Context: an optimization exercise on an open-source flow, tuned for small area and a short achievable clock period. The choices shown serve that exercise and are no tape-out recipe.
Function was not checked in any run shown here: the RTL went through the layout flow alone.

==> flow/design.v (outline; a module is shown in full before it is edited, if it fits) <==
// module fir3_top: 2097 lines
module fir3_top #(
  parameter int W  = 32,
  parameter int XW = 16
) (
  input  logic          CLK,
  input  logic          rst,
  input  logic [XW-1:0] h0,
  input  logic [XW-1:0] h1,
  input  logic [XW-1:0] h2,
  input  logic [XW-1:0] x,
  output logic [W-1:0]  y
);
  // ...
==> flow/run.sh <==
#!/bin/bash
# synth_recipe.tcl (not shown) runs the flow's synth.tcl, then flattens the netlist and writes it again
# the make line also repeats each setting of config.mk as NAME=value (left out here)
make -C /OpenROAD-flow-scripts/flow DESIGN_CONFIG=/design/flow/config.mk WORK_HOME=/design/flow/orfs CLKGATE_MAP_FILE= SYNTH_SCRIPT=/design/flow/synth_recipe.tcl finish
==> flow/config.mk <==
export PLATFORM = sky130hd
export DESIGN_NAME = fir3_top
export DESIGN_NICKNAME = fir3_top
export VERILOG_FILES = /design/flow/design.v
export SDC_FILE = /design/flow/constraint.sdc
export NUM_CORES = 4
export LEC_CHECK = 0
export ABC_AREA = 1
export CAP_MARGIN = 20
export CORE_MARGIN = 2
export CORE_UTILIZATION = 40
export SLEW_MARGIN = 20
==> flow/constraint.sdc <==
create_clock -name core_clock -period 10.0 [get_ports {CLK}]
set_input_delay 2.0000 -clock core_clock [delete_from_list [all_inputs] [get_ports {CLK}]]
set_output_delay 2.0000 -clock core_clock [all_outputs]
set_load 0.01 [all_outputs]
==> reports/metrics.sh, run 1 <==
GRT_PASS1_VIAS=18200
RUN_STATUS='finished clean'
POSTSYNTHNETCOUNT=2991
SYNTH_ADDER_AREA_SHARE=0.365
PRE_CTS_SLACK_NS=1.36
NUM-NONCLK-BUFFERS=134
HOLD_START='d0_q[8]'
AREA_SHARE_NONCLK_BUFFERS=0.0531
CTS_MAX_LEVEL=3
BUF_INV_STAGES_CRIT_PATH=6
TIMING.FINAL.MAX_SLEW_VIOLATIONS=0
SETUP.REG_TO_REG.WORST_SLACK_NS=2.70
SYNTHESIS.YOSYS.WARNINGS=1
CRIT_PATH_CELLS='clkdlybuf4s50_1, clkinv_1, o21ai_0, inv_1, fa_1, inv_1, fa_1, fa_1, fa_1, inv_1, fa_1, fa_1, inv_1, fa_1, ha_1, nand2_1, nor2_1, nand2_1, nor2_1, nand2_1, nand3_1, nand2_1'
GRTUSAGEMET2=0.440
SYNTH_FLOP_CELL='sky130_fd_sc_hd__dfrtp_1'
MET3_USAGE=0.0607
CLOCK_SKEW_NS=0.0259
CTS.REPAIR_TIMING.SETUP_BUFFER_COUNT=0
ROUTE.MET3.WL_UM=6520
CLKLATENCYLATEPIN_NS=0.42
AVGVIACOUNTPERCELL=5.50
TAPCELL.INSERTED=696
CLOCKNETWORKAREASHARE=0.0122
DESIGN.PORTCOUNT=98
WORST_HOLD_ENDPOINT='d1_q[8]'
WORST_SETUP_PATH_START_KIND='primary input'
PATH_COMMON_CELL='sky130_fd_sc_hd__fa_1'
CLOCK_TREE_FROM_TRITONCTS='done'
NUMBER_OF_SYNTHESIZED_FLOPS_WITH_AN_ENABLE_PIN=0
SYNTH_TOP_CELLS_BY_COUNT='540 x sky130_fd_sc_hd__inv_1, 394 x sky130_fd_sc_hd__xor2_1, 369 x sky130_fd_sc_hd__fa_1'
==> run 2, diff against run 1 <==
--- a/flow/config.mk
+++ b/flow/config.mk
@@ -5,7 +5,6 @@
 export SDC_FILE = /design/flow/constraint.sdc
 export NUM_CORES = 4
 export LEC_CHECK = 0
-export ABC_AREA = 1
 export CAP_MARGIN = 20
 export CORE_MARGIN = 2
 export CORE_UTILIZATION = 40
==> run 2 against run 1 <==
Maximum frequency fell by 7.9%. Via count rose by 46%. Still clean on timing, DRC and antenna.
==> reports/metrics.sh, run 2 <==
RUN_STATUS='finished clean'
SYNTH_FLOP_CELL='sky130_fd_sc_hd__dfrtp_1'
TIMING.MAX_SLEW.REL_SLACK=0.194
CRITICAL_PATH_ARRIVAL_NS=9.26
MAXCAPVIOLCOUNT=0
WORSTPATHMAXFANOUT=12
CP-ENDPOINT='y_q[30]'
PATH_CLASS='primary input to flop'
NUMBER_OF_SYNTHESIZED_FLOPS_WITH_AN_ENABLE_PIN=0  # unchanged
SYNTH_TOP_CELLS_BY_COUNT='472 x sky130_fd_sc_hd__nand2_1, 377 x sky130_fd_sc_hd__inv_1, 375 x sky130_fd_sc_hd__a21oi_1'
HOLD_PATH_CLASS='flop to flop'
REGTOREGENDPOINT='y_q[30]'
HOLD-WORST-SLACK_NS=0.586
FILLER_CELL_COUNT=6722
CTS-BUFFERS-INSERTED=9
FINALWIRELENGTH_UM=100000
MOST-COMMON-LAYOUT-CELLS='472 x sky130_fd_sc_hd__nand2_1, 377 x sky130_fd_sc_hd__inv_1, 375 x sky130_fd_sc_hd__a21oi_1, 369 x sky130_fd_sc_hd__fa_1, 247 x sky130_fd_sc_hd__nor2_1'
ANTENNA_CELLS=0
GRT_ANTENNA_BEFORE_REPAIR=0
PORT-BUFFER-COUNT=97
PATH_COMMON_CELL='sky130_fd_sc_hd__fa_1'
REGTOREGSTARTPOINT='d1_q[2]'
YOSYSSEQAREASHARE=0.0762
CRITICAL-PATH-SLOWEST-CELL='sky130_fd_sc_hd__clkdlybuf4s50_1'
SYNTH.FF_LATCH_COUNT=80
POST_SYNTH_MAIN_AREA_CONTRIBUTORS='sky130_fd_sc_hd__fa_1 28%, sky130_fd_sc_hd__dfrtp_1 7.6%, sky130_fd_sc_hd__a21oi_1 7.1%, sky130_fd_sc_hd__nand2_1 6.7%, sky130_fd_sc_hd__inv_1 5.4%'
R2R.WORST_PATH.CELLS=21
GR-TOTAL-OVERFLOW=0
SYN_AREA_PER_CELL_SQ_UM=7.34
DRT_PASS1_ITERATIONS=6
INITIAL_CORE_UTILIZATION=0.406
CTSROOTBUFFERMASTER='sky130_fd_sc_hd__clkbuf_16'
GRT.TOTAL_USAGE=0.296
CRIT_PATH_CELLS='clkdlybuf4s50_1, o22ai_1, nor2_1, nor2_1, a221oi_1, fa_1, fa_1, fa_1, fa_1, inv_1, fa_1, fa_1, fa_1, inv_1, ha_1, nand2_1, or3_1, nor3_1, o21ai_0, a221oi_1'
POSTROUTEANTENNANETS=0
TIMING.FINAL.MAX_SLEW_VIOLATIONS=0  # unchanged
CLOCK_TREE_FROM_TRITONCTS='done'
CTS.REPAIR_TIMING.SETUP_BUFFER_COUNT=0  # unchanged
KIND_OF_END_POINT_OF_THE_CRITICAL_PATH='flop'
SETUP.REG_TO_REG.WORST_SLACK_NS=1.77  # -0.93 ns
TIGHTEST_SLEW_NS=1.21
VIAS=25800
FMAXACHIEVABLE_MHz=112
SHARE_OF_LAYOUT_CELLS_ABOVE_DRIVE_STRENGTH_1=0.0511
CTS_MAX_LEVEL=3  # unchanged
STD_CELL_ROWS=93
DIE_HEIGHT_UM=260
POSTSYNTHNETCOUNT=4061  # +36%
WIRE_PER_INST_UM=23.6
POST-SYNTH-TOP-AREA-FRACTION=0.281
TOTAL_NETS_FINAL=3860
LAYOUT_COMMONEST_CELL='sky130_fd_sc_hd__nand2_1'
FLOW.AREA_GROWTH_FROM_SYNTHESIS_PCT=6.18
LARGEST_REGISTER_FFS=32
FINALSETUPVIOLATIONS=0
WORST_SETUP_PATH_STARTPOINT='h0[3]'
YOSYS_TOP_CELL_BY_AREA='sky130_fd_sc_hd__fa_1'
FLOORPLAN.DIE.WIDTH_UM=260
REGMOSTFLOPS='y_q'
CLOCK_SKEW_NS=0.0123  # -0.0136 ns
SYNTH_CELLS=3579
CRITICAL_PATH_REQUIRED_NS=10.30
POSTSYNTH.ASYNCRESETSHARE=1.00
CORE_UTILIZATION_OF_THE_FINISHED_LAYOUT=0.431
AVGVIACOUNTPERCELL=6.09  # +11%
CLK_TRANSITION_REPORTED_PATHS_NS=0.08
MAX_INCR_DELAY_ON_CP_NS=0.79
CTS-HOLD-FIX-BUFFERS=0
NUMBER_OF_BUFFERS_ON_THE_LONGEST_CLOCK_PATH=2
GRT_PASS1_VIAS=23400  # +28%
SETUP_TNS_NS=0
POST-ROUTE-PERIOD-UTIL=0.895
WORST_SETUP_PATH_START_KIND='primary input'
TRITONCTS_NUM_SINKS=80
DESIGN.PORTCOUNT=98  # unchanged
POST_CTS_SIZING_COUNT=0
GRT_START_MAX_NET_PINS=61
DR.FIRST_ITER.DRC_COUNT=3512
GRT_PASS1_WL_UM=152000
TIMING.FINAL.HOLD_VIOLATIONS=0
YOSYSMOSTFREQUENTCELL='sky130_fd_sc_hd__nand2_1'
REMAINING_DRC_ERRORS=0
HOLD_START='d0_q[12]'
NETLIST_AREA_SQ_UM=26300
FINAL_CRITICAL_PATH_REQUIRED_PERIOD_NS=8.95
DETAILEDPLACEMENTHPWL_UM=77200
SYNTHESIS.YOSYS.WARNINGS=1  # unchanged
GPL.FINAL_WEIGHTED_CONGESTION=0.989
PLACEABLECOREAREA_SQ_UM=64700
CLKLATENCYLATEPIN_NS=0.40  # -0.02 ns
SYNTH_CELL_TYPE_COUNT=75
DIEAREA_SQ_UM=67800
GRT_SETUP_UNREPAIRED='false'
## run 2: cell type report
class                           instances  area [sq um]  area share
Clock inverter                          6          73.8     0.00265
Inverter                              383          1440      0.0515
Multi-Input combinational cell       2687         21200       0.760
Clock buffer                           10           239     0.00857
Tap cell                              855          1070      0.0383
Sequential cell                        80          2010      0.0721
Timing Repair Buffer                  217          1870      0.0670
## run 2: worst min-delay path by stage
stage / endpoint / depth (start not counted) / slack (ns)
floorplan: d1_q[14] / 0 / 0.35
global placement: d1_q[4] / 0 / 0.56
detailed placement: d1_q[4] / 0 / 0.56
CTS: d1_q[4] / 0 / 0.58
global route: d1_q[4] / 0 / 0.59
finish: d1_q[12] / 0 / 0.59
## run 2: worst max-delay path: cells and delay by family
family,cells,cell delay [ns]
adders and majority gates,8,4.02
buffers and inverters,3,0.89
AOI/OAI and AO/OA,4,1.19
and+or+nand+nor,5,1.13
## run 2: cells by family (layout without fill, tap and decap cells)
kind of cell | after synthesis | after routing | synth area share
AOI/OAI and AO/OA | 1139 | 1139 | 0.277
xor gates and xnor gates | 71 | 71 | 0.0237
adders and majority gates | 499 | 499 | 0.335
buffers and inverters | 812 | 616 | 0.117
DFF | 80 | 80 | 0.0762
muxes | 45 | 45 | 0.0177
and+or+nand+nor | 933 | 933 | 0.152
## run 2: routing by layer
metal / track usage / wire, um / vias to the layer above
met1: 0.431 / 42800 / 12500
met4: 0.153 / 6010 / 0
met3: 0.0458 / 9580 / 163
met2: 0.422 / 41600 / 1334
met5: 0 / 0 / -
li1: - / - / 11800
## run 2: stage by stage
step | setup WS (ns) | std cells | instance area (sq um)
floorplan | 1.92 | 3579 | 26300
CTS | 1.23 | 4238 | 27900
global placement | 0.850 | 4222 | 27600
finish | 1.05 | 4238 | 27900
global route | 0.709 | 4238 | 27900
detailed placement | 0.785 | 4222 | 27600

-- re-timing with driven ports --
How much do the figures lean on ideal ports? The routed layouts below were timed once more, with nothing changed but the port constraints. Step 1 (the two cells are an assumption about what drives the block):
set clk [get_ports {CLK}]
set_driving_cell -lib_cell sky130_fd_sc_hd__clkbuf_16 $clk
set_driving_cell -lib_cell sky130_fd_sc_hd__buf_2 [delete_from_list [all_inputs] $clk]
Step 2 adds t to the input delays and takes it off the output delays; t is the mean of the earliest and latest rising clock arrival at the registers after step 1. Input paths then give back, and output paths get back, about the clock's delay inside the block. Three values: ideal, step 1, step 2; two values: the first two.
| run | shift t [ns] | slack for setup (ns) | worst hold slack (ns) | worst setup path after step 2 | pins driven straight from the clock port |
|---|---|---|---|---|---|
| run 1 | 0.460 | 1.756 / 1.702 / 1.242 | 0.392 / 0.392 / 0.392 | input to register | 1 |
| run 2 | 0.454 | 1.046 / 1.085 / 0.632 | 0.586 / 0.586 / 0.586 | input to register | 1 |
After both steps setup and hold are still met in every run listed. The setup slack of run 1, which loses most, moves by -0.054 ns with the drivers and by -0.514 ns with both steps.
